Background: an optimization exercise with open tools, aiming at small area, a short achievable clock period and few clock cycles. Do not read the settings as production practice. Function was checked by simulation only, so behaviour that the tests miss may differ from the original. Power and IR drop assume default switching activity.

[flow/flow/run.sh]
#!/bin/bash
# Layout flow: the standard flow (standard.sh) with two changes.
#  1. The port buffers are buf_2 cells instead of the clkdlybuf4s50_1 delay
#     cells that buffer_ports picks by default; every port still gets one.
#  2. After the standard synthesis (run unchanged), fa_polarity.py re-chooses
#     the polarity of each full-adder cell (a full adder is self-dual) so that
#     fewer inverters sit between them. Registers and all other cells are kept.
#     simeq.py compares the netlists by random simulation of every register
#     input and output; if they differ, the standard netlist is used as is.
set -euo pipefail
export BUFFER_PORTS_ARGS="-buffer_cell sky130_fd_sc_hd__buf_2"
R=orfs/results/${FLOW_PLATFORM}/matrix_mac_top/base
LIB=${FLOW_HOME}/platforms/${FLOW_PLATFORM}/lib/sky130_fd_sc_hd__tt_025C_1v80.lib

bash standard.sh synth > standard_synth.log 2>&1
cp "$R/1_2_yosys.v" "$R/1_2_yosys_standard.v"
if python3 flow/fa_polarity.py "$R/1_2_yosys_standard.v" polarity.v > fa_polarity.log 2>&1 &&
   python3 flow/simeq.py "$LIB" "$R/1_2_yosys_standard.v" polarity.v > simeq.log 2>&1; then
  cp polarity.v "$R/1_2_yosys.v"
  rm -f "$R/1_synth.odb" "$R/1_synth.sdc"
else
  echo "polarity step not used" >> fa_polarity.log
fi
bash standard.sh > standard_flow.log 2>&1
[flow/flow/fa_polarity.py]
#!/usr/bin/env python3
"""Re-choose the polarity of full-adder cells in a mapped netlist.

A full adder is self-dual: FA(~a, ~b, ~c) = (~sum, ~cout). Synthesis leaves
many inverters between full adders; this script picks, for each fa_* cell,
whether it computes the true or the inverted values so that as few inverters
as possible are needed, then rebuilds the inverters between cells. Inverters
that drive a port or a net named in an assign are kept. Registers and all
other cells are left as they are.
usage: fa_polarity.py IN.v OUT.v
"""
import math
import random
import re
import sys
from collections import defaultdict

OUT_PINS = {"X", "Y", "Q", "Q_N", "SUM", "COUT", "HI", "LO"}
src = open(sys.argv[1]).read()

m = re.search(r"\bmodule\s+(\S+)\s*\((.*?)\);", src, re.S)
inst_re = re.compile(r"^\s*(sky130_fd_sc_hd__\w+)\s+(\S+)\s*\((.*?)\);\s*$", re.S | re.M)
pin_re = re.compile(r"\.(\w+)\(\s*(.*?)\s*\)\s*(?:,|$)", re.S)

insts = []
for im in inst_re.finditer(src):
    typ, name, body = im.group(1), im.group(2), im.group(3)
    pins = {}
    for p, n in pin_re.findall(body):
        pins[p] = n.strip()
    insts.append([typ, name, pins, im.start(), im.end()])

ports = set()
for d in re.finditer(r"^\s*(input|output|inout)\s+(?:\[[^\]]*\]\s*)?(.*?);", src, re.M):
    for n in d.group(2).split(","):
        ports.add(n.strip())
assign_nets = set()
for a in re.finditer(r"^\s*assign\s+(.*?)\s*=\s*(.*?);", src, re.M):
    for side in a.groups():
        for tok in re.findall(r"\\\S+|[A-Za-z_][\w$]*(?:\s*\[\d+\])?", side):
            assign_nets.add(tok.strip())


def base_name(n):
    # a bit of a port vector: "name [3]" or "name[3]" -> name
    return re.sub(r"\s*\[\d+\]$", "", n)


def is_inv(t):
    return re.match(r"sky130_fd_sc_hd__(clk)?inv_\d+$", t) is not None


def is_fa(t):
    return re.match(r"sky130_fd_sc_hd__fa_\d+$", t) is not None


driver = {}
for i, (t, n, pins, _, _) in enumerate(insts):
    for p, net in pins.items():
        if p in OUT_PINS:
            driver[net] = (i, p)

fixed = set()
for i, (t, n, pins, _, _) in enumerate(insts):
    if is_inv(t):
        y = pins["Y"]
        if y in assign_nets or base_name(y) in ports or y in ports:
            fixed.add(i)


def source(net, depth=0):
    """(base net, polarity) of a net, looking through removable inverters."""
    d = driver.get(net)
    if d is None or depth > 20:
        return net, 0
    i, p = d
    if is_inv(insts[i][0]) and i not in fixed:
        b, pol = source(insts[i][2]["A"], depth + 1)
        return b, pol ^ 1
    return net, 0


# consumers: (inst, pin, base, pol)
cons = []
for i, (t, n, pins, _, _) in enumerate(insts):
    if is_inv(t) and i not in fixed:
        continue
    for p, net in pins.items():
        if p in OUT_PINS:
            continue
        b, pol = source(net)
        cons.append((i, p, b, pol))

def pinned(net):
    return net in assign_nets or net in ports or base_name(net) in ports


# a full adder that drives a port or an assigned net keeps its polarity
fa_ids = [i for i, x in enumerate(insts) if is_fa(x[0])
          and not any(pinned(x[2].get(p, "")) for p in ("SUM", "COUT"))]
flip = defaultdict(int)
by_base = defaultdict(list)
for k, (i, p, b, pol) in enumerate(cons):
    by_base[b].append(k)
fa_inputs = defaultdict(list)
for k, (i, p, b, pol) in enumerate(cons):
    if is_fa(insts[i][0]):
        fa_inputs[i].append(k)


def avail(b):
    d = driver.get(b)
    if d and is_fa(insts[d[0]][0]):
        return flip[d[0]]
    return 0


def req(k):
    i, p, b, pol = cons[k]
    return pol ^ (flip[i] if is_fa(insts[i][0]) else 0)


def cost_base(b):
    a = avail(b)
    return int(any(req(k) != a for k in by_base[b]))


def local_cost(f):
    bases = {cons[k][2] for k in fa_inputs[f]}
    for p in ("SUM", "COUT"):
        if p in insts[f][2]:
            bases.add(insts[f][2][p])
    return sum(cost_base(b) for b in bases)


before = sum(cost_base(b) for b in by_base)
rng = random.Random(1)
cur = before
best = (cur, dict(flip))
# simulated annealing over the flips, then keep the best state seen
steps = 400 * max(1, len(fa_ids))
temp0, temp1 = 1.5, 0.05
for it in range(steps):
    temp = temp0 * (temp1 / temp0) ** (it / steps)
    f = fa_ids[rng.randrange(len(fa_ids))] if fa_ids else None
    if f is None:
        break
    c0 = local_cost(f)
    flip[f] ^= 1
    c1 = local_cost(f)
    d = c1 - c0
    if d <= 0 or rng.random() < math.exp(-d / temp):
        cur += d
        if cur < best[0]:
            best = (cur, dict(flip))
    else:
        flip[f] ^= 1
flip = defaultdict(int, best[1])
after = sum(cost_base(b) for b in by_base)
n_old = sum(1 for i, x in enumerate(insts) if is_inv(x[0]) and i not in fixed)
sys.stderr.write(f"fa_polarity: {len(fa_ids)} full adders, {sum(flip.values())} flipped; "
                 f"inverters {n_old} -> {after} (estimate before {before})\n")

# rebuild
new_inv = {}
out_lines = []
cnt = 0


def inv_of(b):
    global cnt
    if b not in new_inv:
        cnt += 1
        new_inv[b] = (f"_fapol_{cnt}_", f"_fapol_{cnt}_y")
    return new_inv[b][1]


rewired = defaultdict(dict)
for k, (i, p, b, pol) in enumerate(cons):
    r = req(k)
    a = avail(b)
    if b.startswith("1'b") and r != a:
        rewired[i][p] = "1'b1" if b == "1'b0" else "1'b0"
    else:
        rewired[i][p] = b if r == a else inv_of(b)

def esc(v):
    # an escaped identifier ends at white space
    return v + " " if v.startswith("\\") else v


pieces = []
last = 0
wires = []
for i, (t, n, pins, s0, s1) in enumerate(insts):
    pieces.append(src[last:s0])
    last = s1
    if is_inv(t) and i not in fixed:
        continue
    newpins = dict(pins)
    newpins.update(rewired.get(i, {}))
    body = ",\n".join(f"    .{p}({esc(v)})" for p, v in newpins.items())
    pieces.append(f"  {t} {n} (\n{body}\n  );")
pieces.append(src[last:])
text = "".join(pieces)
decl = "".join(f"  wire {y};\n" for (_, y) in new_inv.values())
cells = "".join(f"  sky130_fd_sc_hd__inv_1 {n} (\n    .A({esc(b)}),\n    .Y({y})\n  );\n"
                for b, (n, y) in new_inv.items())
endpos = text.rindex("endmodule")
text = text[:endpos] + cells + text[endpos:]
# declarations right after the module header
hdr_end = text.index(";", text.index("module")) + 1
text = text[:hdr_end] + "\n" + decl + text[hdr_end:]
open(sys.argv[2], "w").write(text)
sys.stderr.write(f"fa_polarity: wrote {len(new_inv)} inverters\n")
[flow/flow/simeq.py]
#!/usr/bin/env python3
"""Random-simulation comparison of two mapped netlists with the same registers
and ports: every register input and every output must match for random values
of the inputs and register outputs. usage: simeq.py LIB A.v B.v"""
import re, sys, random

lib = open(sys.argv[1]).read()
funcs = {}
seq = set()
for m in re.finditer(r'cell\s*\(\s*"?(sky130_fd_sc_hd__\w+)"?\s*\)\s*\{', lib):
    name = m.group(1)
    start = m.end()
    depth = 1
    i = start
    while depth:
        c = lib[i]
        if c == '{': depth += 1
        elif c == '}': depth -= 1
        i += 1
    body = lib[start:i]
    if re.search(r'\b(ff|latch)\s*\(', body):
        seq.add(name)
    fs = {}
    for pm in re.finditer(r'pin\s*\(\s*"?(\w+)"?\s*\)\s*\{([^{}]*)', body):
        f = re.search(r'function\s*:\s*"([^"]*)"', pm.group(2))
        if f:
            fs[pm.group(1)] = f.group(1)
    funcs[name] = fs

def pyexpr(f):
    f = f.replace('!', ' ~').replace('*', '&').replace('+', '|')
    f = re.sub(r'(\w)\s+(?=[\w(~])', r'\1 & ', f)
    f = re.sub(r'\)\s+(?=[\w(~])', r') & ', f)
    return f

inst_re = re.compile(r"^\s*(sky130_fd_sc_hd__\w+)\s+(\S+)\s*\((.*?)\);\s*$", re.S | re.M)
pin_re = re.compile(r"\.(\w+)\(\s*(.*?)\s*\)\s*(?:,|$)", re.S)

def load(path):
    src = open(path).read()
    insts = []
    for im in inst_re.finditer(src):
        pins = {p: n.strip() for p, n in pin_re.findall(im.group(3))}
        insts.append((im.group(1), im.group(2), pins))
    assigns = []
    for a in re.finditer(r"^\s*assign\s+(.*?)\s*=\s*(.*?)\s*;", src, re.M):
        assigns.append((a.group(1).strip(), a.group(2).strip()))
    outs = []
    for d in re.finditer(r"^\s*output\s+(?:\[(\d+):(\d+)\]\s*)?(\S+?)\s*;", src, re.M):
        if d.group(1):
            for b in range(int(d.group(2)), int(d.group(1)) + 1):
                outs.append(f"{d.group(3)}[{b}]")
        else:
            outs.append(d.group(3))
    return insts, assigns, outs

def norm(n):
    n = n.strip()
    if n.startswith('\\'):
        n = n[1:]
    return re.sub(r'\s+\[', '[', n)

def simulate(path, rnd_vals, W):
    insts, assigns, outs = load(path)
    val = {"1'b0": 0, "1'b1": (1 << W) - 1}
    drv = {}
    regs = {}
    for t, n, pins in insts:
        if t in seq:
            regs[n] = pins
            for p in ('Q', 'Q_N'):
                if p in pins:
                    key = 'Q:' + n
                    if key not in rnd_vals:
                        rnd_vals[key] = random.getrandbits(W)
                    q = rnd_vals[key]
                    val[norm(pins[p])] = q if p == 'Q' else ~q & ((1 << W) - 1)
            continue
        for p, f in funcs[t].items():
            if p in pins:
                drv[norm(pins[p])] = (t, pins, p)
    alias = {norm(l): norm(r) for l, r in assigns}
    mask = (1 << W) - 1
    sys.setrecursionlimit(100000)
    def get(n):
        n = norm(n)
        if n in val:
            return val[n]
        if n in drv:
            t, pins, p = drv[n]
            env = {}
            for q in re.findall(r'[A-Za-z_]\w*', funcs[t][p]):
                env[q] = get(pins[q])
            v = eval(pyexpr(funcs[t][p]), {}, env) & mask
        elif n in alias:
            v = get(alias[n])
        else:
            key = 'I:' + n
            if key not in rnd_vals:
                rnd_vals[key] = random.getrandbits(W)
            v = rnd_vals[key]
        val[n] = v
        return v
    res = {}
    for n, pins in regs.items():
        for p in ('D', 'RESET_B', 'SET_B', 'DE'):
            if p in pins:
                res[f'{n}.{p}'] = get(pins[p])
    for o in outs:
        res['O:' + o] = get(o)
    return res

random.seed(1)
rv = {}
W = 256
a = simulate(sys.argv[2], rv, W)
b = simulate(sys.argv[3], rv, W)
bad = [k for k in a if a[k] != b.get(k)]
missing = [k for k in a if k not in b] + [k for k in b if k not in a]
print(f"compared {len(a)} points; {len(bad)} differ; {len(missing)} unmatched")
for k in bad[:10]:
    print(" differ:", k)
sys.exit(1 if bad or missing else 0)
[flow/standard.sh]
#!/bin/bash
# synth_recipe.tcl (not shown) runs the flow's synth.tcl, then flattens the netlist and writes it again
# the make line also repeats each setting of config.mk as NAME=value (left out here)
make -C /OpenROAD-flow-scripts/flow DESIGN_CONFIG=/design/flow/config.mk WORK_HOME=/design/flow/orfs CLKGATE_MAP_FILE= SYNTH_SCRIPT=/design/flow/synth_recipe.tcl "${@:-finish}"
[flow/config.mk]
export PLATFORM = sky130hd
export DESIGN_NAME = matrix_mac_top
export DESIGN_NICKNAME = matrix_mac_top
export VERILOG_FILES = /design/flow/design.v
export SDC_FILE = /design/flow/constraint.sdc
export NUM_CORES = 4
export LEC_CHECK = 0
export CAP_MARGIN = 20
export CORE_MARGIN = 2
export CORE_UTILIZATION = 40
export SETUP_SLACK_MARGIN = 1.5
export SLEW_MARGIN = 20
[flow/constraint.sdc]
create_clock -name core_clock -period 8.0 [get_ports {dca_port_11}]
set_input_delay 1.6000 -clock core_clock [delete_from_list [all_inputs] [get_ports {dca_port_11}]]
set_output_delay 1.6000 -clock core_clock [all_outputs]
set_load 0.01 [all_outputs]
[flow/design.v]
`timescale 1ns/1ns
package mac_pkg;
  typedef enum logic [1:0] {
    OP_ADD   = 2'd0,
    OP_SUB   = 2'd1,
    OP_EWMUL = 2'd2,
    OP_OUTER = 2'd3
  } op_e;
  localparam int STEP_W = 4;
endpackage
`timescale 1ns/1ns
module mac_inst_reg
#(
  parameter int MATRIX_DIM = 4
)
(
  input  logic                                 dca_port_11,
  input  logic                                 dca_port_17,
  input  logic                                 i_load,
  input  logic [1:0]                           i_opcode,
  input  logic                                 i_init_acc,
  input  logic [MATRIX_DIM-1:0]                i_row_mask,
  input  logic [MATRIX_DIM-1:0]                i_col_mask,
  output logic [1:0]                           o_inst_opcode,
  output logic                                 o_inst_init_acc,
  output logic [MATRIX_DIM*MATRIX_DIM-1:0]     o_inst_elem_en
);
  localparam int NUM_ELEM = MATRIX_DIM * MATRIX_DIM;
  logic [NUM_ELEM-1:0] elem_en_nxt;
  always_comb
  begin
    for (int r = 0; r < MATRIX_DIM; r++)
      for (int c = 0; c < MATRIX_DIM; c++)
        elem_en_nxt[r*MATRIX_DIM + c] = i_row_mask[r] & i_col_mask[c];
  end
  always_ff @(posedge dca_port_11 or negedge dca_port_17)
  begin
    if (!dca_port_17)
    begin
      o_inst_opcode   <= mac_pkg::OP_ADD;
      o_inst_init_acc <= 1'b0;
      o_inst_elem_en  <= '0;
    end
    else if (i_load)
    begin
      o_inst_opcode   <= i_opcode;
      o_inst_init_acc <= i_init_acc;
      o_inst_elem_en  <= elem_en_nxt;
    end
  end
endmodule
`timescale 1ns/1ns
module mac_seq
(
  input  logic                       dca_port_11,
  input  logic                       dca_port_17,
  input  logic                       i_start,
  input  logic                       i_clear,
  input  logic [1:0]                 i_opcode,
  input  logic [mac_pkg::STEP_W-1:0] i_steps,
  output logic                       o_run,
  output logic                       o_first,
  output logic                       o_done
);
  logic [mac_pkg::STEP_W-1:0] remain;
  logic [mac_pkg::STEP_W-1:0] remain_nxt;
  always_comb
  begin
    remain_nxt = i_steps - 1'b1;
    if ((i_opcode != mac_pkg::OP_OUTER) || (i_steps == '0))
      remain_nxt = '0;
  end
  always_ff @(posedge dca_port_11 or negedge dca_port_17)
  begin
    if (!dca_port_17)
    begin
      o_run   <= 1'b0;
      o_first <= 1'b0;
      o_done  <= 1'b0;
      remain  <= '0;
    end
    else if (!o_run)
    begin
      o_done <= 1'b0;
      if (i_start && !i_clear)
      begin
        o_run   <= 1'b1;
        o_first <= 1'b1;
        remain  <= remain_nxt;
      end
    end
    else
    begin
      o_first <= 1'b0;
      remain  <= remain - 1'b1;
      if (i_clear || (remain == '0))
        o_run <= 1'b0;
      o_done <= !i_clear && (remain == '0);
    end
  end
endmodule
`timescale 1ns/1ns
module mac_lane
#(
  parameter int ELEM_W = 16
)
(
  input  logic              dca_port_11,
  input  logic              dca_port_17,
  input  logic              i_outer,
  input  logic              i_g_outer,
  input  logic              i_g_ewmul,
  input  logic              i_g_addsub,
  input  logic              i_keep,
  input  logic              i_sub,
  input  logic              i_cin,
  input  logic [ELEM_W-1:0] i_l_rc,
  input  logic [ELEM_W-1:0] i_r_rc,
  input  logic [ELEM_W-1:0] i_l_r0,
  input  logic [ELEM_W-1:0] i_r_0c,
  output logic [ELEM_W-1:0] o_val
);
  logic [ELEM_W-2:0] bank_s;
  logic [ELEM_W-1:0] bank_k;
  logic              top_a;
  logic              top_b;
  logic              top_c;
  logic [ELEM_W-1:0] op_a;
  logic [ELEM_W-1:0] op_b;
  logic [ELEM_W-1:0] op_s;
  logic [ELEM_W-1:0] op_k;
  logic              op_t;
  logic [ELEM_W-2:0] row0;
  logic [ELEM_W-2:0] row1;
  logic [ELEM_W-2:0] nxt_s;
  logic [ELEM_W-1:0] nxt_k;
  logic              nxt_a;
  logic              nxt_b;
  logic              nxt_c;
  logic pp1;
  logic pp2;
  logic pp3;
  logic pp4;
  logic pp5;
  logic pp6;
  logic pp7;
  logic pp8;
  logic pp9;
  logic pp10;
  logic pp11;
  logic pp12;
  logic pp13;
  logic pp14;
  logic pp15;
  logic pp16;
  logic pp17;
  logic pp18;
  logic pp19;
  logic pp20;
  logic pp21;
  logic pp22;
  logic pp23;
  logic pp24;
  logic pp25;
  logic pp26;
  logic pp27;
  logic pp28;
  logic pp29;
  logic pp30;
  logic pp31;
  logic pp32;
  logic pp33;
  logic pp34;
  logic pp35;
  logic pp36;
  logic pp37;
  logic pp38;
  logic pp39;
  logic pp40;
  logic pp41;
  logic pp42;
  logic pp43;
  logic pp44;
  logic pp45;
  logic pp46;
  logic pp47;
  logic pp48;
  logic pp49;
  logic pp50;
  logic pp51;
  logic pp52;
  logic pp53;
  logic pp54;
  logic pp55;
  logic pp56;
  logic pp57;
  logic pp58;
  logic pp59;
  logic pp60;
  logic pp61;
  logic pp62;
  logic pp63;
  logic pp64;
  logic pp65;
  logic pp66;
  logic pp67;
  logic pp68;
  logic pp69;
  logic pp70;
  logic pp71;
  logic pp72;
  logic pp73;
  logic pp74;
  logic pp75;
  logic pp76;
  logic pp77;
  logic pp78;
  logic pp79;
  logic pp80;
  logic pp81;
  logic pp82;
  logic pp83;
  logic pp84;
  logic pp85;
  logic pp86;
  logic pp87;
  logic pp88;
  logic pp89;
  logic pp90;
  logic pp91;
  logic pp92;
  logic pp93;
  logic pp94;
  logic pp95;
  logic pp96;
  logic pp97;
  logic pp98;
  logic pp99;
  logic pp100;
  logic pp101;
  logic pp102;
  logic pp103;
  logic pp104;
  logic pp105;
  logic pp106;
  logic pp107;
  logic pp108;
  logic pp109;
  logic pp110;
  logic pp111;
  logic pp112;
  logic pp113;
  logic pp114;
  logic pp115;
  logic pp116;
  logic pp117;
  logic pp118;
  logic pp119;
  logic pp120;
  logic pp121;
  logic pp122;
  logic pp123;
  logic pp124;
  logic pp125;
  logic pp126;
  logic pp127;
  logic pp128;
  logic pp129;
  logic pp130;
  logic pp131;
  logic pp132;
  logic pp133;
  logic pp134;
  logic pp135;
  logic pp136;
  logic s137;
  logic c138;
  logic s139;
  logic c140;
  logic s141;
  logic c142;
  logic s143;
  logic c144;
  logic s145;
  logic c146;
  logic s147;
  logic c148;
  logic s149;
  logic c150;
  logic s151;
  logic c152;
  logic s153;
  logic c154;
  logic s155;
  logic c156;
  logic s157;
  logic c158;
  logic s159;
  logic c160;
  logic s161;
  logic c162;
  logic s163;
  logic c164;
  logic s165;
  logic c166;
  logic s167;
  logic c168;
  logic s169;
  logic c170;
  logic s171;
  logic c172;
  logic s173;
  logic c174;
  logic s175;
  logic c176;
  logic s177;
  logic c178;
  logic s179;
  logic c180;
  logic s181;
  logic c182;
  logic s183;
  logic c184;
  logic s185;
  logic c186;
  logic s187;
  logic c188;
  logic s189;
  logic c190;
  logic s191;
  logic c192;
  logic s193;
  logic c194;
  logic s195;
  logic c196;
  logic s197;
  logic c198;
  logic s199;
  logic c200;
  logic s201;
  logic c202;
  logic s203;
  logic c204;
  logic s205;
  logic c206;
  logic s207;
  logic c208;
  logic s209;
  logic c210;
  logic s211;
  logic c212;
  logic s213;
  logic c214;
  logic s215;
  logic c216;
  logic s217;
  logic c218;
  logic s219;
  logic c220;
  logic s221;
  logic c222;
  logic s223;
  logic c224;
  logic s225;
  logic c226;
  logic s227;
  logic c228;
  logic s229;
  logic c230;
  logic s231;
  logic c232;
  logic s233;
  logic c234;
  logic s235;
  logic c236;
  logic s237;
  logic c238;
  logic s239;
  logic c240;
  logic s241;
  logic c242;
  logic s243;
  logic c244;
  logic s245;
  logic c246;
  logic s247;
  logic c248;
  logic s249;
  logic c250;
  logic s251;
  logic c252;
  logic s253;
  logic c254;
  logic s255;
  logic c256;
  logic s257;
  logic c258;
  logic s259;
  logic c260;
  logic s261;
  logic c262;
  logic s263;
  logic c264;
  logic s265;
  logic c266;
  logic s267;
  logic c268;
  logic s269;
  logic c270;
  logic s271;
  logic c272;
  logic s273;
  logic c274;
  logic s275;
  logic c276;
  logic s277;
  logic c278;
  logic s279;
  logic c280;
  logic s281;
  logic c282;
  logic s283;
  logic c284;
  logic s285;
  logic c286;
  logic s287;
  logic c288;
  logic s289;
  logic c290;
  logic s291;
  logic c292;
  logic s293;
  logic c294;
  logic s295;
  logic c296;
  logic s297;
  logic c298;
  logic s299;
  logic c300;
  logic s301;
  logic c302;
  logic s303;
  logic c304;
  logic s305;
  logic c306;
  logic s307;
  logic c308;
  logic s309;
  logic c310;
  logic s311;
  logic c312;
  logic s313;
  logic c314;
  logic s315;
  logic c316;
  logic s317;
  logic c318;
  logic s319;
  logic c320;
  logic s321;
  logic c322;
  logic s323;
  logic c324;
  logic s325;
  logic c326;
  logic s327;
  logic c328;
  logic s329;
  logic c330;
  logic s331;
  logic c332;
  logic s333;
  logic c334;
  logic s335;
  logic c336;
  logic s337;
  logic c338;
  logic s339;
  logic c340;
  logic s341;
  logic c342;
  logic s343;
  logic c344;
  logic s345;
  logic c346;
  logic s347;
  logic c348;
  assign op_a = i_outer ? i_l_r0 : i_l_rc;
  assign op_b = (i_r_0c & {ELEM_W{i_g_outer}}) | (i_r_rc & {ELEM_W{i_g_ewmul}}) |
                {{(ELEM_W-1){1'b0}}, i_g_addsub};
  assign op_s = ({top_a, bank_s} & {ELEM_W{i_keep}}) |
                ((i_r_rc ^ {ELEM_W{i_sub}}) & {ELEM_W{i_g_addsub}});
  assign op_k = bank_k & {ELEM_W{i_keep}};
  assign op_t = (top_b ^ top_c) & i_keep;
  assign pp1 = op_a[0] & op_b[0];
  assign pp2 = op_a[1] & op_b[0];
  assign pp3 = op_a[2] & op_b[0];
  assign pp4 = op_a[3] & op_b[0];
  assign pp5 = op_a[4] & op_b[0];
  assign pp6 = op_a[5] & op_b[0];
  assign pp7 = op_a[6] & op_b[0];
  assign pp8 = op_a[7] & op_b[0];
  assign pp9 = op_a[8] & op_b[0];
  assign pp10 = op_a[9] & op_b[0];
  assign pp11 = op_a[10] & op_b[0];
  assign pp12 = op_a[11] & op_b[0];
  assign pp13 = op_a[12] & op_b[0];
  assign pp14 = op_a[13] & op_b[0];
  assign pp15 = op_a[14] & op_b[0];
  assign pp16 = op_a[15] & op_b[0];
  assign pp17 = op_a[0] & op_b[1];
  assign pp18 = op_a[1] & op_b[1];
  assign pp19 = op_a[2] & op_b[1];
  assign pp20 = op_a[3] & op_b[1];
  assign pp21 = op_a[4] & op_b[1];
  assign pp22 = op_a[5] & op_b[1];
  assign pp23 = op_a[6] & op_b[1];
  assign pp24 = op_a[7] & op_b[1];
  assign pp25 = op_a[8] & op_b[1];
  assign pp26 = op_a[9] & op_b[1];
  assign pp27 = op_a[10] & op_b[1];
  assign pp28 = op_a[11] & op_b[1];
  assign pp29 = op_a[12] & op_b[1];
  assign pp30 = op_a[13] & op_b[1];
  assign pp31 = op_a[14] & op_b[1];
  assign pp32 = op_a[0] & op_b[2];
  assign pp33 = op_a[1] & op_b[2];
  assign pp34 = op_a[2] & op_b[2];
  assign pp35 = op_a[3] & op_b[2];
  assign pp36 = op_a[4] & op_b[2];
  assign pp37 = op_a[5] & op_b[2];
  assign pp38 = op_a[6] & op_b[2];
  assign pp39 = op_a[7] & op_b[2];
  assign pp40 = op_a[8] & op_b[2];
  assign pp41 = op_a[9] & op_b[2];
  assign pp42 = op_a[10] & op_b[2];
  assign pp43 = op_a[11] & op_b[2];
  assign pp44 = op_a[12] & op_b[2];
  assign pp45 = op_a[13] & op_b[2];
  assign pp46 = op_a[0] & op_b[3];
  assign pp47 = op_a[1] & op_b[3];
  assign pp48 = op_a[2] & op_b[3];
  assign pp49 = op_a[3] & op_b[3];
  assign pp50 = op_a[4] & op_b[3];
  assign pp51 = op_a[5] & op_b[3];
  assign pp52 = op_a[6] & op_b[3];
  assign pp53 = op_a[7] & op_b[3];
  assign pp54 = op_a[8] & op_b[3];
  assign pp55 = op_a[9] & op_b[3];
  assign pp56 = op_a[10] & op_b[3];
  assign pp57 = op_a[11] & op_b[3];
  assign pp58 = op_a[12] & op_b[3];
  assign pp59 = op_a[0] & op_b[4];
  assign pp60 = op_a[1] & op_b[4];
  assign pp61 = op_a[2] & op_b[4];
  assign pp62 = op_a[3] & op_b[4];
  assign pp63 = op_a[4] & op_b[4];
  assign pp64 = op_a[5] & op_b[4];
  assign pp65 = op_a[6] & op_b[4];
  assign pp66 = op_a[7] & op_b[4];
  assign pp67 = op_a[8] & op_b[4];
  assign pp68 = op_a[9] & op_b[4];
  assign pp69 = op_a[10] & op_b[4];
  assign pp70 = op_a[11] & op_b[4];
  assign pp71 = op_a[0] & op_b[5];
  assign pp72 = op_a[1] & op_b[5];
  assign pp73 = op_a[2] & op_b[5];
  assign pp74 = op_a[3] & op_b[5];
  assign pp75 = op_a[4] & op_b[5];
  assign pp76 = op_a[5] & op_b[5];
  assign pp77 = op_a[6] & op_b[5];
  assign pp78 = op_a[7] & op_b[5];
  assign pp79 = op_a[8] & op_b[5];
  assign pp80 = op_a[9] & op_b[5];
  assign pp81 = op_a[10] & op_b[5];
  assign pp82 = op_a[0] & op_b[6];
  assign pp83 = op_a[1] & op_b[6];
  assign pp84 = op_a[2] & op_b[6];
  assign pp85 = op_a[3] & op_b[6];
  assign pp86 = op_a[4] & op_b[6];
  assign pp87 = op_a[5] & op_b[6];
  assign pp88 = op_a[6] & op_b[6];
  assign pp89 = op_a[7] & op_b[6];
  assign pp90 = op_a[8] & op_b[6];
  assign pp91 = op_a[9] & op_b[6];
  assign pp92 = op_a[0] & op_b[7];
  assign pp93 = op_a[1] & op_b[7];
  assign pp94 = op_a[2] & op_b[7];
  assign pp95 = op_a[3] & op_b[7];
  assign pp96 = op_a[4] & op_b[7];
  assign pp97 = op_a[5] & op_b[7];
  assign pp98 = op_a[6] & op_b[7];
  assign pp99 = op_a[7] & op_b[7];
  assign pp100 = op_a[8] & op_b[7];
  assign pp101 = op_a[0] & op_b[8];
  assign pp102 = op_a[1] & op_b[8];
  assign pp103 = op_a[2] & op_b[8];
  assign pp104 = op_a[3] & op_b[8];
  assign pp105 = op_a[4] & op_b[8];
  assign pp106 = op_a[5] & op_b[8];
  assign pp107 = op_a[6] & op_b[8];
  assign pp108 = op_a[7] & op_b[8];
  assign pp109 = op_a[0] & op_b[9];
  assign pp110 = op_a[1] & op_b[9];
  assign pp111 = op_a[2] & op_b[9];
  assign pp112 = op_a[3] & op_b[9];
  assign pp113 = op_a[4] & op_b[9];
  assign pp114 = op_a[5] & op_b[9];
  assign pp115 = op_a[6] & op_b[9];
  assign pp116 = op_a[0] & op_b[10];
  assign pp117 = op_a[1] & op_b[10];
  assign pp118 = op_a[2] & op_b[10];
  assign pp119 = op_a[3] & op_b[10];
  assign pp120 = op_a[4] & op_b[10];
  assign pp121 = op_a[5] & op_b[10];
  assign pp122 = op_a[0] & op_b[11];
  assign pp123 = op_a[1] & op_b[11];
  assign pp124 = op_a[2] & op_b[11];
  assign pp125 = op_a[3] & op_b[11];
  assign pp126 = op_a[4] & op_b[11];
  assign pp127 = op_a[0] & op_b[12];
  assign pp128 = op_a[1] & op_b[12];
  assign pp129 = op_a[2] & op_b[12];
  assign pp130 = op_a[3] & op_b[12];
  assign pp131 = op_a[0] & op_b[13];
  assign pp132 = op_a[1] & op_b[13];
  assign pp133 = op_a[2] & op_b[13];
  assign pp134 = op_a[0] & op_b[14];
  assign pp135 = op_a[1] & op_b[14];
  assign pp136 = op_a[0] & op_b[15];
  assign s137 = i_cin ^ op_s[0] ^ pp1;
  assign c138 = (i_cin & op_s[0]) | (i_cin & pp1) | (op_s[0] & pp1);
  assign s139 = op_s[1] ^ pp2 ^ pp17;
  assign c140 = (op_s[1] & pp2) | (op_s[1] & pp17) | (pp2 & pp17);
  assign s141 = op_s[2] ^ pp3 ^ pp18;
  assign c142 = (op_s[2] & pp3) | (op_s[2] & pp18) | (pp3 & pp18);
  assign s143 = pp32 ^ c140 ^ s141;
  assign c144 = (pp32 & c140) | (pp32 & s141) | (c140 & s141);
  assign s145 = op_s[3] ^ pp4 ^ pp19;
  assign c146 = (op_s[3] & pp4) | (op_s[3] & pp19) | (pp4 & pp19);
  assign s147 = pp33 ^ pp46 ^ c142;
  assign c148 = (pp33 & pp46) | (pp33 & c142) | (pp46 & c142);
  assign s149 = s145 ^ c144 ^ s147;
  assign c150 = (s145 & c144) | (s145 & s147) | (c144 & s147);
  assign s151 = op_s[4] ^ pp5 ^ pp20;
  assign c152 = (op_s[4] & pp5) | (op_s[4] & pp20) | (pp5 & pp20);
  assign s153 = pp34 ^ pp47 ^ pp59;
  assign c154 = (pp34 & pp47) | (pp34 & pp59) | (pp47 & pp59);
  assign s155 = c146 ^ s151 ^ s153;
  assign c156 = (c146 & s151) | (c146 & s153) | (s151 & s153);
  assign s157 = c148 ^ s155 ^ c150;
  assign c158 = (c148 & s155) | (c148 & c150) | (s155 & c150);
  assign s159 = op_s[5] ^ pp6 ^ pp21;
  assign c160 = (op_s[5] & pp6) | (op_s[5] & pp21) | (pp6 & pp21);
  assign s161 = pp35 ^ pp48 ^ pp60;
  assign c162 = (pp35 & pp48) | (pp35 & pp60) | (pp48 & pp60);
  assign s163 = pp71 ^ c152 ^ c154;
  assign c164 = (pp71 & c152) | (pp71 & c154) | (c152 & c154);
  assign s165 = s159 ^ s161 ^ c156;
  assign c166 = (s159 & s161) | (s159 & c156) | (s161 & c156);
  assign s167 = s163 ^ s165 ^ c158;
  assign c168 = (s163 & s165) | (s163 & c158) | (s165 & c158);
  assign s169 = op_s[6] ^ pp7 ^ pp22;
  assign c170 = (op_s[6] & pp7) | (op_s[6] & pp22) | (pp7 & pp22);
  assign s171 = pp36 ^ pp49 ^ pp61;
  assign c172 = (pp36 & pp49) | (pp36 & pp61) | (pp49 & pp61);
  assign s173 = pp72 ^ pp82 ^ c160;
  assign c174 = (pp72 & pp82) | (pp72 & c160) | (pp82 & c160);
  assign s175 = c162 ^ s169 ^ s171;
  assign c176 = (c162 & s169) | (c162 & s171) | (s169 & s171);
  assign s177 = c164 ^ s173 ^ s175;
  assign c178 = (c164 & s173) | (c164 & s175) | (s173 & s175);
  assign s179 = c166 ^ s177 ^ c168;
  assign c180 = (c166 & s177) | (c166 & c168) | (s177 & c168);
  assign s181 = op_s[7] ^ pp8 ^ pp23;
  assign c182 = (op_s[7] & pp8) | (op_s[7] & pp23) | (pp8 & pp23);
  assign s183 = pp37 ^ pp50 ^ pp62;
  assign c184 = (pp37 & pp50) | (pp37 & pp62) | (pp50 & pp62);
  assign s185 = pp73 ^ pp83 ^ pp92;
  assign c186 = (pp73 & pp83) | (pp73 & pp92) | (pp83 & pp92);
  assign s187 = c170 ^ c172 ^ s181;
  assign c188 = (c170 & c172) | (c170 & s181) | (c172 & s181);
  assign s189 = s183 ^ s185 ^ c174;
  assign c190 = (s183 & s185) | (s183 & c174) | (s185 & c174);
  assign s191 = c176 ^ s187 ^ s189;
  assign c192 = (c176 & s187) | (c176 & s189) | (s187 & s189);
  assign s193 = c178 ^ s191 ^ c180;
  assign c194 = (c178 & s191) | (c178 & c180) | (s191 & c180);
  assign s195 = op_s[8] ^ op_k[8] ^ pp9;
  assign c196 = (op_s[8] & op_k[8]) | (op_s[8] & pp9) | (op_k[8] & pp9);
  assign s197 = pp24 ^ pp38 ^ pp51;
  assign c198 = (pp24 & pp38) | (pp24 & pp51) | (pp38 & pp51);
  assign s199 = pp63 ^ pp74 ^ pp84;
  assign c200 = (pp63 & pp74) | (pp63 & pp84) | (pp74 & pp84);
  assign s201 = pp93 ^ pp101 ^ c182;
  assign c202 = (pp93 & pp101) | (pp93 & c182) | (pp101 & c182);
  assign s203 = c184 ^ c186 ^ s195;
  assign c204 = (c184 & c186) | (c184 & s195) | (c186 & s195);
  assign s205 = s197 ^ s199 ^ c188;
  assign c206 = (s197 & s199) | (s197 & c188) | (s199 & c188);
  assign s207 = s201 ^ s203 ^ c190;
  assign c208 = (s201 & s203) | (s201 & c190) | (s203 & c190);
  assign s209 = s205 ^ c192 ^ s207;
  assign c210 = (s205 & c192) | (s205 & s207) | (c192 & s207);
  assign s211 = op_s[9] ^ pp10 ^ pp25;
  assign c212 = (op_s[9] & pp10) | (op_s[9] & pp25) | (pp10 & pp25);
  assign s213 = pp39 ^ pp52 ^ pp64;
  assign c214 = (pp39 & pp52) | (pp39 & pp64) | (pp52 & pp64);
  assign s215 = pp75 ^ pp85 ^ pp94;
  assign c216 = (pp75 & pp85) | (pp75 & pp94) | (pp85 & pp94);
  assign s217 = pp102 ^ pp109 ^ c196;
  assign c218 = (pp102 & pp109) | (pp102 & c196) | (pp109 & c196);
  assign s219 = c198 ^ c200 ^ s211;
  assign c220 = (c198 & c200) | (c198 & s211) | (c200 & s211);
  assign s221 = s213 ^ s215 ^ c202;
  assign c222 = (s213 & s215) | (s213 & c202) | (s215 & c202);
  assign s223 = c204 ^ s217 ^ s219;
  assign c224 = (c204 & s217) | (c204 & s219) | (s217 & s219);
  assign s225 = c206 ^ s221 ^ s223;
  assign c226 = (c206 & s221) | (c206 & s223) | (s221 & s223);
  assign s227 = c208 ^ s225 ^ c210;
  assign c228 = (c208 & s225) | (c208 & c210) | (s225 & c210);
  assign s229 = op_s[10] ^ pp11 ^ pp26;
  assign c230 = (op_s[10] & pp11) | (op_s[10] & pp26) | (pp11 & pp26);
  assign s231 = pp40 ^ pp53 ^ pp65;
  assign c232 = (pp40 & pp53) | (pp40 & pp65) | (pp53 & pp65);
  assign s233 = pp76 ^ pp86 ^ pp95;
  assign c234 = (pp76 & pp86) | (pp76 & pp95) | (pp86 & pp95);
  assign s235 = pp103 ^ pp110 ^ pp116;
  assign c236 = (pp103 & pp110) | (pp103 & pp116) | (pp110 & pp116);
  assign s237 = c212 ^ c214 ^ c216;
  assign c238 = (c212 & c214) | (c212 & c216) | (c214 & c216);
  assign s239 = s229 ^ s231 ^ s233;
  assign c240 = (s229 & s231) | (s229 & s233) | (s231 & s233);
  assign s241 = s235 ^ c218 ^ c220;
  assign c242 = (s235 & c218) | (s235 & c220) | (c218 & c220);
  assign s243 = s237 ^ s239 ^ c222;
  assign c244 = (s237 & s239) | (s237 & c222) | (s239 & c222);
  assign s245 = c224 ^ s241 ^ s243;
  assign c246 = (c224 & s241) | (c224 & s243) | (s241 & s243);
  assign s247 = c226 ^ s245 ^ c228;
  assign c248 = (c226 & s245) | (c226 & c228) | (s245 & c228);
  assign s249 = op_s[11] ^ pp12 ^ pp27;
  assign c250 = (op_s[11] & pp12) | (op_s[11] & pp27) | (pp12 & pp27);
  assign s251 = pp41 ^ pp54 ^ pp66;
  assign c252 = (pp41 & pp54) | (pp41 & pp66) | (pp54 & pp66);
  assign s253 = pp77 ^ pp87 ^ pp96;
  assign c254 = (pp77 & pp87) | (pp77 & pp96) | (pp87 & pp96);
  assign s255 = pp104 ^ pp111 ^ pp117;
  assign c256 = (pp104 & pp111) | (pp104 & pp117) | (pp111 & pp117);
  assign s257 = pp122 ^ c230 ^ c232;
  assign c258 = (pp122 & c230) | (pp122 & c232) | (c230 & c232);
  assign s259 = c234 ^ c236 ^ s249;
  assign c260 = (c234 & c236) | (c234 & s249) | (c236 & s249);
  assign s261 = s251 ^ s253 ^ s255;
  assign c262 = (s251 & s253) | (s251 & s255) | (s253 & s255);
  assign s263 = c238 ^ c240 ^ s257;
  assign c264 = (c238 & c240) | (c238 & s257) | (c240 & s257);
  assign s265 = s259 ^ s261 ^ c242;
  assign c266 = (s259 & s261) | (s259 & c242) | (s261 & c242);
  assign s267 = s263 ^ c244 ^ s265;
  assign c268 = (s263 & c244) | (s263 & s265) | (c244 & s265);
  assign s269 = c246 ^ s267 ^ c248;
  assign c270 = (c246 & s267) | (c246 & c248) | (s267 & c248);
  assign s271 = op_s[12] ^ op_k[12] ^ pp13;
  assign c272 = (op_s[12] & op_k[12]) | (op_s[12] & pp13) | (op_k[12] & pp13);
  assign s273 = pp28 ^ pp42 ^ pp55;
  assign c274 = (pp28 & pp42) | (pp28 & pp55) | (pp42 & pp55);
  assign s275 = pp67 ^ pp78 ^ pp88;
  assign c276 = (pp67 & pp78) | (pp67 & pp88) | (pp78 & pp88);
  assign s277 = pp97 ^ pp105 ^ pp112;
  assign c278 = (pp97 & pp105) | (pp97 & pp112) | (pp105 & pp112);
  assign s279 = pp118 ^ pp123 ^ pp127;
  assign c280 = (pp118 & pp123) | (pp118 & pp127) | (pp123 & pp127);
  assign s281 = c250 ^ c252 ^ c254;
  assign c282 = (c250 & c252) | (c250 & c254) | (c252 & c254);
  assign s283 = c256 ^ s271 ^ s273;
  assign c284 = (c256 & s271) | (c256 & s273) | (s271 & s273);
  assign s285 = s275 ^ s277 ^ s279;
  assign c286 = (s275 & s277) | (s275 & s279) | (s277 & s279);
  assign s287 = c258 ^ c260 ^ c262;
  assign c288 = (c258 & c260) | (c258 & c262) | (c260 & c262);
  assign s289 = s281 ^ s283 ^ s285;
  assign c290 = (s281 & s283) | (s281 & s285) | (s283 & s285);
  assign s291 = c264 ^ s287 ^ s289;
  assign c292 = (c264 & s287) | (c264 & s289) | (s287 & s289);
  assign s293 = c266 ^ s291 ^ c268;
  assign c294 = (c266 & s291) | (c266 & c268) | (s291 & c268);
  assign s295 = op_s[13] ^ pp14 ^ pp29;
  assign c296 = (op_s[13] & pp14) | (op_s[13] & pp29) | (pp14 & pp29);
  assign s297 = pp43 ^ pp56 ^ pp68;
  assign c298 = (pp43 & pp56) | (pp43 & pp68) | (pp56 & pp68);
  assign s299 = pp79 ^ pp89 ^ pp98;
  assign c300 = (pp79 & pp89) | (pp79 & pp98) | (pp89 & pp98);
  assign s301 = pp106 ^ pp113 ^ pp119;
  assign c302 = (pp106 & pp113) | (pp106 & pp119) | (pp113 & pp119);
  assign s303 = pp124 ^ pp128 ^ pp131;
  assign c304 = (pp124 & pp128) | (pp124 & pp131) | (pp128 & pp131);
  assign s305 = c272 ^ c274 ^ c276;
  assign c306 = (c272 & c274) | (c272 & c276) | (c274 & c276);
  assign s307 = c278 ^ c280 ^ s295;
  assign c308 = (c278 & c280) | (c278 & s295) | (c280 & s295);
  assign s309 = s297 ^ s299 ^ s301;
  assign c310 = (s297 & s299) | (s297 & s301) | (s299 & s301);
  assign s311 = s303 ^ c282 ^ c284;
  assign c312 = (s303 & c282) | (s303 & c284) | (c282 & c284);
  assign s313 = c286 ^ s305 ^ s307;
  assign c314 = (c286 & s305) | (c286 & s307) | (s305 & s307);
  assign s315 = s309 ^ c288 ^ c290;
  assign c316 = (s309 & c288) | (s309 & c290) | (c288 & c290);
  assign s317 = s311 ^ s313 ^ c292;
  assign c318 = (s311 & s313) | (s311 & c292) | (s313 & c292);
  assign s319 = s315 ^ s317 ^ c294;
  assign c320 = (s315 & s317) | (s315 & c294) | (s317 & c294);
  assign s321 = op_s[14] ^ pp15 ^ pp30;
  assign c322 = (op_s[14] & pp15) | (op_s[14] & pp30) | (pp15 & pp30);
  assign s323 = pp44 ^ pp57 ^ pp69;
  assign c324 = (pp44 & pp57) | (pp44 & pp69) | (pp57 & pp69);
  assign s325 = pp80 ^ pp90 ^ pp99;
  assign c326 = (pp80 & pp90) | (pp80 & pp99) | (pp90 & pp99);
  assign s327 = pp107 ^ pp114 ^ pp120;
  assign c328 = (pp107 & pp114) | (pp107 & pp120) | (pp114 & pp120);
  assign s329 = pp125 ^ pp129 ^ pp132;
  assign c330 = (pp125 & pp129) | (pp125 & pp132) | (pp129 & pp132);
  assign s331 = pp134 ^ c296 ^ c298;
  assign c332 = (pp134 & c296) | (pp134 & c298) | (c296 & c298);
  assign s333 = c300 ^ c302 ^ c304;
  assign c334 = (c300 & c302) | (c300 & c304) | (c302 & c304);
  assign s335 = s321 ^ s323 ^ s325;
  assign c336 = (s321 & s323) | (s321 & s325) | (s323 & s325);
  assign s337 = s327 ^ s329 ^ c306;
  assign c338 = (s327 & s329) | (s327 & c306) | (s329 & c306);
  assign s339 = c308 ^ c310 ^ s331;
  assign c340 = (c308 & c310) | (c308 & s331) | (c310 & s331);
  assign s341 = s333 ^ s335 ^ c312;
  assign c342 = (s333 & s335) | (s333 & c312) | (s335 & c312);
  assign s343 = s337 ^ c314 ^ s339;
  assign c344 = (s337 & c314) | (s337 & s339) | (c314 & s339);
  assign s345 = c316 ^ s341 ^ s343;
  assign c346 = (c316 & s341) | (c316 & s343) | (s341 & s343);
  assign s347 = c318 ^ s345 ^ c320;
  assign c348 = (c318 & s345) | (c318 & c320) | (s345 & c320);
  logic c_top;
  assign row0 = {s347, s319, s293, s269, s247, s227, s209, s193, s179, s167, s157, s149, s143, c138, s137};
  assign row1 = {1'b0, 1'b0, c270, 1'b0, 1'b0, 1'b0, c194, 1'b0, 1'b0, 1'b0, 1'b0, 1'b0, 1'b0, s139, 1'b0};
  assign {nxt_k[8], nxt_s[7:0]} = row0[7:0] + row1[7:0];
  assign {nxt_k[12], nxt_s[11:8]} = row0[11:8] + row1[11:8];
  assign {c_top, nxt_s[14:12]} = row0[14:12] + row1[14:12];
  assign nxt_k[0] = 1'b0;
  assign nxt_k[1] = 1'b0;
  assign nxt_k[2] = 1'b0;
  assign nxt_k[3] = 1'b0;
  assign nxt_k[4] = 1'b0;
  assign nxt_k[5] = 1'b0;
  assign nxt_k[6] = 1'b0;
  assign nxt_k[7] = 1'b0;
  assign nxt_k[9] = 1'b0;
  assign nxt_k[10] = 1'b0;
  assign nxt_k[11] = 1'b0;
  assign nxt_k[13] = 1'b0;
  assign nxt_k[14] = 1'b0;
  assign nxt_k[15] = 1'b0;
  assign nxt_a = pp16 ^ pp31 ^ pp45 ^ pp58 ^ pp70 ^ pp81 ^ pp91 ^ pp100 ^ pp108 ^ pp115 ^ pp121 ^ pp126 ^ pp130 ^ pp133 ^ pp135 ^ pp136 ^ op_s[15] ^ op_t;
  assign nxt_b = c322 ^ c324 ^ c326 ^ c328 ^ c330 ^ c332 ^ c334 ^ c336 ^ c338 ^ c340 ^ c342 ^ c344 ^ c346;
  assign nxt_c = c348 ^ c_top;
  always_ff @(posedge dca_port_11 or negedge dca_port_17)
  begin
    if (!dca_port_17)
    begin
      bank_s <= '0;
      bank_k <= '0;
      top_a  <= 1'b0;
      top_b  <= 1'b0;
      top_c  <= 1'b0;
    end
    else
    begin
      bank_s <= nxt_s;
      bank_k <= nxt_k;
      top_a  <= nxt_a;
      top_b  <= nxt_b;
      top_c  <= nxt_c;
    end
  end
  logic oc8;
  logic oc9;
  logic oc10;
  logic oc11;
  logic oc12;
  logic oc13;
  logic oc14;
  assign o_val[0] = bank_s[0];
  assign o_val[1] = bank_s[1];
  assign o_val[2] = bank_s[2];
  assign o_val[3] = bank_s[3];
  assign o_val[4] = bank_s[4];
  assign o_val[5] = bank_s[5];
  assign o_val[6] = bank_s[6];
  assign o_val[7] = bank_s[7];
  assign o_val[8] = bank_s[8] ^ bank_k[8];
  assign oc8 = bank_s[8] & bank_k[8];
  assign o_val[9] = bank_s[9] ^ oc8;
  assign oc9 = bank_s[9] & oc8;
  assign o_val[10] = bank_s[10] ^ oc9;
  assign oc10 = bank_s[10] & oc9;
  assign o_val[11] = bank_s[11] ^ oc10;
  assign oc11 = bank_s[11] & oc10;
  assign o_val[12] = bank_s[12] ^ bank_k[12] ^ oc11;
  assign oc12 = (bank_s[12] & bank_k[12]) | (bank_s[12] & oc11) | (bank_k[12] & oc11);
  assign o_val[13] = bank_s[13] ^ oc12;
  assign oc13 = bank_s[13] & oc12;
  assign o_val[14] = bank_s[14] ^ oc13;
  assign oc14 = bank_s[14] & oc13;
  assign o_val[15] = top_a ^ top_b ^ top_c ^ oc14;
endmodule
`timescale 1ns/1ns
module mac_datapath
#(
  parameter int MATRIX_DIM = 4,
  parameter int ELEM_W     = 16
)
(
  input  logic                                    dca_port_11,
  input  logic                                    dca_port_17,
  input  logic                                    i_run,
  input  logic [MATRIX_DIM*MATRIX_DIM-1:0]        i_elem_en,
  input  logic [1:0]                              i_op,
  input  logic                                    i_acc,
  input  logic [MATRIX_DIM*MATRIX_DIM*ELEM_W-1:0] i_lhs,
  input  logic [MATRIX_DIM*MATRIX_DIM*ELEM_W-1:0] i_rhs,
  output logic [MATRIX_DIM*MATRIX_DIM*ELEM_W-1:0] o_result
);
  logic outer;
  logic ewmul;
  logic addsub;
  logic sub;
  assign outer  = (i_op == mac_pkg::OP_OUTER);
  assign ewmul  = (i_op == mac_pkg::OP_EWMUL);
  assign addsub = (i_op == mac_pkg::OP_ADD) || (i_op == mac_pkg::OP_SUB);
  assign sub    = (i_op == mac_pkg::OP_SUB);
  for (genvar r = 0; r < MATRIX_DIM; r++)
  begin : g_row
    for (genvar c = 0; c < MATRIX_DIM; c++)
    begin : g_col
      localparam int IDX = r*MATRIX_DIM + c;
      logic we;
      assign we = i_run & i_elem_en[IDX];
      mac_lane #(.ELEM_W(ELEM_W)) mac_lane_i
      (
        .dca_port_11 (dca_port_11),
        .dca_port_17 (dca_port_17),
        .i_outer     (outer),
        .i_g_outer   (we & outer),
        .i_g_ewmul   (we & ewmul),
        .i_g_addsub  (we & addsub),
        .i_keep      (!we || (outer && i_acc)),
        .i_sub       (sub),
        .i_cin       (we & sub),
        .i_l_rc      (i_lhs[IDX*ELEM_W +: ELEM_W]),
        .i_r_rc      (i_rhs[IDX*ELEM_W +: ELEM_W]),
        .i_l_r0      (i_lhs[(r*MATRIX_DIM)*ELEM_W +: ELEM_W]),
        .i_r_0c      (i_rhs[c*ELEM_W +: ELEM_W]),
        .o_val       (o_result[IDX*ELEM_W +: ELEM_W])
      );
    end
  end
endmodule
`timescale 1ns/1ns
`timescale 1ns/1ns
module matrix_mac_top
#(
  parameter int MATRIX_DIM = 4,
  parameter int ELEM_W     = 16
)
(
  input  logic                                    dca_port_11,
  input  logic                                    dca_port_17,
  input  logic                                    i_start,
  input  logic                                    i_clear,
  input  logic [1:0]                              i_opcode,
  input  logic                                    i_init_acc,
  input  logic [MATRIX_DIM-1:0]                   i_row_mask,
  input  logic [MATRIX_DIM-1:0]                   i_col_mask,
  input  logic [mac_pkg::STEP_W-1:0]              i_steps,
  input  logic [MATRIX_DIM*MATRIX_DIM*ELEM_W-1:0] i_lhs,
  input  logic [MATRIX_DIM*MATRIX_DIM*ELEM_W-1:0] i_rhs,
  output logic                                    o_busy,
  output logic                                    o_step_req,
  output logic                                    o_done,
  output logic [MATRIX_DIM*MATRIX_DIM*ELEM_W-1:0] o_result
);
  logic                             run;
  logic                             first;
  logic [1:0]                       inst_opcode;
  logic                             inst_init_acc;
  logic [MATRIX_DIM*MATRIX_DIM-1:0] inst_elem_en;
  mac_seq mac_seq_i
  (
    .dca_port_11 (dca_port_11),
    .dca_port_17 (dca_port_17),
    .i_start     (i_start),
    .i_clear     (i_clear),
    .i_opcode    (i_opcode),
    .i_steps     (i_steps),
    .o_run       (run),
    .o_first     (first),
    .o_done      (o_done)
  );
  mac_inst_reg #(.MATRIX_DIM(MATRIX_DIM)) mac_inst_reg_i
  (
    .dca_port_11     (dca_port_11),
    .dca_port_17     (dca_port_17),
    .i_load          (!run),
    .i_opcode        (i_opcode),
    .i_init_acc      (i_init_acc),
    .i_row_mask      (i_row_mask),
    .i_col_mask      (i_col_mask),
    .o_inst_opcode   (inst_opcode),
    .o_inst_init_acc (inst_init_acc),
    .o_inst_elem_en  (inst_elem_en)
  );
  mac_datapath #(.MATRIX_DIM(MATRIX_DIM), .ELEM_W(ELEM_W)) mac_datapath_i
  (
    .dca_port_11 (dca_port_11),
    .dca_port_17 (dca_port_17),
    .i_run       (run),
    .i_elem_en   (inst_elem_en),
    .i_op        (inst_opcode),
    .i_acc       (!(first && inst_init_acc)),
    .i_lhs       (i_lhs),
    .i_rhs       (i_rhs),
    .o_result    (o_result)
  );
  assign o_busy     = run;
  assign o_step_req = run;
endmodule
==> flow_summary.ini, run 1 <==
[run_status]
status = finished clean

[clock_network]
cts.sinks = 346
path_clk_slew_ns = 0.06
numCtsBuffers = 53
cts_hold_buf = 0
cts_root_buffer = clkbuf_16
cts_tree = yes
cts_max_level = 2
cts_buffer_depth = 3
clk_latency_ns = 0.74

[sta]
finClkSkew_ns = 0.0485
fmax_ghz = 0.156
rsz0062_at_grt = true
slew_violations = 0
finalSetupTns_ns = 0
fin_crit_sh_pct = 80.2
maxSlewHeadroom_pct = 28.4
whs_ns = 0.516
setup_viol = 0
worst-slew-pin-transition_ns = 1.06
layout_min_cycle_time_ns = 6.41
hold_viol_final = 0

[global_route]
antenna_found_initial = 110
grt_pass1_vias = 68400
grt_max_degree = 122
grt_first_pass_wirelength_mm = 481
grt_overflow = 0
grt_use_total_pct = 34.1

[route]
avgRoutedWirePerCell_um = 29.7
drt-initial-drc-count = 5522
ant_nets = 0
via_count = 62600
drc = 0
routed_wl_mm = 334
detail_route.vias_per_cell = 5.57
drtPass1Iterations = 6

[floorplan]
initial_utilization_pct = 40.2
coreArea_mm2 = 0.192
die-width_um = 444
rows = 161
io_pins = 790
dieHeight_um = 444
die_area_mm2 = 0.197

[worst_setup_path]
critPathKind = in -> reg
startpoint_type = input pin
endpoint_kind = flip-flop
cp_max_fo = 12
crit_required_ns = 8.63
cp_data_arrival_time_ns = 7.04

[job]
max_cap_viol_count = 0

[pwr]
powerDensity_mw_per_mm2 = 197
clkPwrFrac_pct = 15.7
internal-power_uw = 8420
combPwrFrac_pct = 65.5
switching_share_pct = 50.5
power_switching_uw = 8570
peakVddDrop_v = 0.000206
seq_power_share_pct = 18.8
leakage_uw = 0.0432

[cells_and_area]
nets = 11000
final_common_cell = fa_1
syn2layout_area_growth_pct = 11.6
final_layout_size_suffix_gt1_share_pct = 17.5
finalNonFillerCells = 11200
final_cell_mix = fa_1 (1712), nor2_1 (1282), buf_2 (788), inv_1 (631), xnor2_1 (539)

[worst_hold_path]
hold_path.class = reg -> reg

[synthesis]
syn_inst = 8006
synth-warning-count = 3
syn_nets = 10400
syn_area_per_cell_um2 = 9.66
netlist_area_mm2 = 0.0774

[placement]
dpl.cell_count = 11000
dp_hpwl_mm = 272
port_buffers = 789
place_congestion = 1.02
-- per-layer routing --
layer | track usage (%) | routed length, um | vias to the layer above | part of all wire [%]
li1 | - | - | 25800 | -
met1 | 40.1 | 118000 | 32300 | 35
met2 | 51.0 | 149000 | 3396 | 45
met3 | 7.55 | 27900 | 1094 | 8.4
met4 | 33.3 | 38500 | 14 | 12
met5 | 0 | 113 | - | 0.034
-- worst paths after layout --
kind,startpoint,end,slack [ns],cells past startpoint
worst max-delay path,i_rhs[52],mac_datapath_i.g_row[2].g_col[3].mac_lane_i.top_c,1.59,16
worst min-delay path,mac_seq_i.o_first,mac_seq_i.o_first,0.52,2
worst max register to register,mac_inst_reg_i.o_inst_opcode[0],mac_datapath_i.g_row[3].g_col[2].mac_lane_i.top_c,1.59,17
worst min register to register,mac_seq_i.o_first,mac_seq_i.o_first,0.52,2
max in group asynchronous,dca_port_17,mac_seq_i.o_run,6.04,2
min in group asynchronous,dca_port_17,asynchronous set/reset pin,0.78,1
-- stage by stage --
stage / area [um^2] / util [%] / power, uW / setup slack, ns
finish: 86300 / 44.9 / 17000 / 1.59
global route: 86300 / 44.9 / 18200 / 1.37
CTS: 85700 / 44.6 / 17000 / 1.45
detailed placement: 83700 / 43.5 / 14200 / 0.685
global placement: 83700 / 43.5 / 14000 / 0.656
floorplan: 77400 / - / 10400 / 1.65
-- timing repair --
item,in CTS,in global routing
gates cloned,1,2
setup endpoints to repair,64,48
gates resized for setup,24,42
pin swaps,2,2
setup buffers,5,17
-- critical path, stage by stage --
cell and delay (ns):
buf_2 0.15, and2_1 0.65, o21ai_2 0.43, or2_2 0.41
fa_1 0.55, inv_1 0.06, fa_1 0.55, fa_1 0.44
fa_1 0.39, fa_1 0.46, fa_1 0.42, fa_1 0.54
inv_1 0.08, nor2_1 0.10, nand2_1 0.07, xor2_1 0.13
-- flip-flops by register name (all words and copies together), names as in the netlist --
signal and flops:
mac_datapath_i.g_row.g_col.mac_lane_i.top_b 16, mac_datapath_i.g_row.g_col.mac_lane_i.top_c 16, mac_inst_reg_i.o_inst_init_acc 1, mac_inst_reg_i.o_inst_opcode 2
mac_datapath_i.g_row.g_col.mac_lane_i.bank_s 240, mac_seq_i.o_run 1, mac_inst_reg_i.o_inst_elem_en 16, mac_seq_i.o_first 1
mac_datapath_i.g_row.g_col.mac_lane_i.bank_k 32, mac_seq_i.remain 4, mac_seq_i.o_done 1, mac_datapath_i.g_row.g_col.mac_lane_i.top_a 16
-- cell type report --
cell class / count / area (um^2)
Antenna cell: 89 / 223
Clock buffer: 72 / 1550
Clock inverter: 25 / 338
Fill cell: 18700 / 106000
Inverter: 632 / 2380
Multi-Input combinational cell: 6511 / 63900
Sequential cell: 346 / 8670
Tap cell: 2526 / 3160
Timing Repair Buffer: 1045 / 6090
-- power by group through the flow --
stage | registers [uW] | clock network (uW) | logic, uW
2_1_floorplan | 2860 | 0 | 7500
3_3_place_gp | 3230 | 0 | 10800
3_5_place_dp | 3220 | 0 | 10900
4_1_cts | 3200 | 2730 | 11000
5_1_grt | 3260 | 2780 | 12200
6_report | 3200 | 2670 | 11100
Testbench counts, summed over its fixed seeds: cycles 7,501.
==> run 2, diff against run 1 <==
--- a/flow/config.mk
+++ b/flow/config.mk
@@ -10,2 +10,3 @@
 export CORE_UTILIZATION = 40
+export GPL_TIMING_DRIVEN = 0
 export SETUP_SLACK_MARGIN = 1.5
==> run 2 against run 1 <==
Against the previous run: highest routed layer unchanged; still clean; clock power hardly changed; sequential share of layout area is 0.53 points lower; non-clock buffer count is 404 higher; sequential power hardly changed; final cell count is 3.4% higher; critical path depth stayed put; die area stayed put.
==> flow_summary.ini, run 2 <==
[global_route]
grt_pass1_vias = 71600
grt_overflow = 0
grt_max_degree = 86
antenna_found_initial = 77
grt_first_pass_wirelength_mm = 582
grt_use_total_pct = 43.4

[cells_and_area]
nets = 11400
largestRegisters = mac_datapath_i.g_row.g_col.mac_lane_i.bank_s (240), mac_datapath_i.g_row.g_col.mac_lane_i.bank_k (32)
largest_reg_flops = 240
utilization_pct = 47.3
fin_area_mm2 = 0.0910
regMostFlops = mac_datapath_i.g_row.g_col.mac_lane_i.bank_s
multi_input_area_mm2 = 0.0649
register_area_mm2 = 0.00866
syn2layout_area_growth_pct = 17.7
final_cell_mix = fa_1 (1705), nor2_1 (1280), buf_2 (822), inv_1 (629), xnor2_1 (518)
final_common_cell = fa_1
fillers = 18700
final_layout_size_suffix_gt1_share_pct = 21.8

[synthesis]
synth-warning-count = 3
syn_nets = 10400
syn_inst = 8006
netlist_area_mm2 = 0.0774
syn_area_per_cell_um2 = 9.66

[route]
avgRoutedWirePerCell_um = 36.8
drt-initial-drc-count = 7391
detail_route.vias_per_cell = 5.84
ant_nets = 0
routed_wl_mm = 428
drtPass1Iterations = 6
drc = 0
via_count = 67900

[sta]
layout_min_cycle_time_ns = 6.56
setup_viol = 0
rsz0062_at_grt = true
slew_violations = 0
hold_viol_final = 0
whs_ns = 0.498
setup_slack_ns = 1.44
fin_crit_sh_pct = 82.0
maxSlewHeadroom_pct = 24.2
fmax_ghz = 0.152
worst-slew-pin-transition_ns = 1.13
finClkSkew_ns = 0.0375

[pwr]
peakVddDrop_v = 0.000222
leakage_uw = 0.0454
powerDensity_mw_per_mm2 = 210
power_uw = 19100

[clock_network]
clk_latency_ns = 0.77
cts_max_level = 2
cts_tree = yes
cts_buffer_depth = 3
path_clk_slew_ns = 0.07
cts_root_buffer = clkbuf_16
numCtsBuffers = 53
cts.sinks = 346
cts_hold_buf = 0

[floorplan]
coreArea_mm2 = 0.192
die_area_mm2 = 0.197
io_pins = 790
die-width_um = 444
initial_utilization_pct = 40.2
rows = 161
dieHeight_um = 444

[run_status]
status = finished clean

[placement]
pre_cts_ws_ns = -1.49
dp_hpwl_mm = 342
port_buffers = 786
place_congestion = 1.03
dpl_cell_area_mm2 = 0.0847

[worst_setup_path]
cp_max_fo = 11
crit_required_ns = 8.64
endpoint_kind = flip-flop
startpoint_type = flip-flop
cp_data_arrival_time_ns = 7.21
critPathKind = reg -> reg

[worst_hold_path]
hold_path.class = reg -> reg

[job]
max_cap_viol_count = 0
## run 2: what timing repair did
item | in CTS | in global routing
buffers inserted | 75 | 52
pin swaps | 13 | 20
resized for setup | 648 | 356
setup endpoints to repair | 255 | 59
gates cloned | 0 | 5
## run 2: path summary, 6_finish.rpt
kind | from | endpoint | slack (ns) | cells after the start
max in group asynchronous | dca_port_17 | mac_inst_reg_i.o_inst_opcode[0] | 5.50 | 4
min reg2reg | mac_seq_i.o_first | mac_seq_i.o_first | 0.50 | 2
min in group asynchronous | dca_port_17 | asynchronous set/reset pin | 0.79 | 1
min | mac_seq_i.o_first | mac_seq_i.o_first | 0.50 | 2
max reg2reg | mac_inst_reg_i.o_inst_opcode[0] | flip-flop | 1.44 | 16
max | mac_inst_reg_i.o_inst_opcode[0] | flip-flop | 1.44 | 16
## run 2: worst max-delay path: stages (launching register included)
cell and delay [ns]:
dfrtp_4 0.56, clkbuf_8 0.34, buf_6 0.35, and3_1 0.61
a21oi_4 0.20, or2_2 0.35, fa_1 0.51, inv_1 0.05
fa_1 0.43, fa_1 0.41, fa_1 0.53, fa_1 0.43
fa_1 0.39, fa_1 0.41, ha_2 0.23, ha_1 0.21
xnor2_2 0.29
## run 2: power breakdown
part	switching (uW)	internal [uW]
registers	710	2520
clock network	1130	1570
logic	8020	5120
total	9860	9220
## run 2: final cells by class
class,count,area share [%]
well taps,2526,3.47
flip-flops and latches,346,9.52
diodes,68,0.187
multi-input cells,6508,71.3
clock inverters,25,0.412
inverters,632,2.62
repair buffers,929,5.93
plain buffers,520,4.90
clock buffers,72,1.66
## run 2: metal layers
metal  wire [um]  vias to the layer above  GRT usage, %
met5         110                        -         0.244
met3       45800                     1317          13.0
li1            -                    26700             -
met1      153000                    35400          52.3
met2      182000                     4533          63.3
met4       47000                        8          37.2
## run 2: per-stage QoR
| stage | TNS (ns) | std cells |
|---|---|---|
| after detailed placement | -97.81 | 11300 |
| after global routing | 0 | 11600 |
| after global placement | -1119.32 | 11300 |
| after CTS | 0 | 11500 |
| after floorplan | 0 | 8006 |
| final | 0 | 11600 |

## separate check: timing with driven ports
In the flow no input, the clock included, has a driving cell. The finished layouts below were timed again as built, in two steps. Step 1, drivers: a clkbuf_16 drives dca_port_11 and a buf_2 each remaining input, both assumed. Step 2 adds t to the input delays and takes it off the output delays; t is the mean of the earliest and latest rising clock arrival at the registers after step 1. Input paths then give back, and output paths get back, about the clock's delay inside the block. a / b / c = ideal / step 1 / step 2; a / b = the first two.
| run | t (ns) | setup WS [ns] | pins driven straight from the clock port |
|---|---|---|---|
| run 1 | 0.809 | 1.587 / 1.531 / 0.721 | 1 |
| run 2 | 0.843 | 1.437 / 1.437 / 0.739 | 1 |
After both steps every run listed still meets setup and hold. For run 1, which loses most, drivers alone change the setup slack by -0.056 ns; drivers and shift together by -0.866 ns.
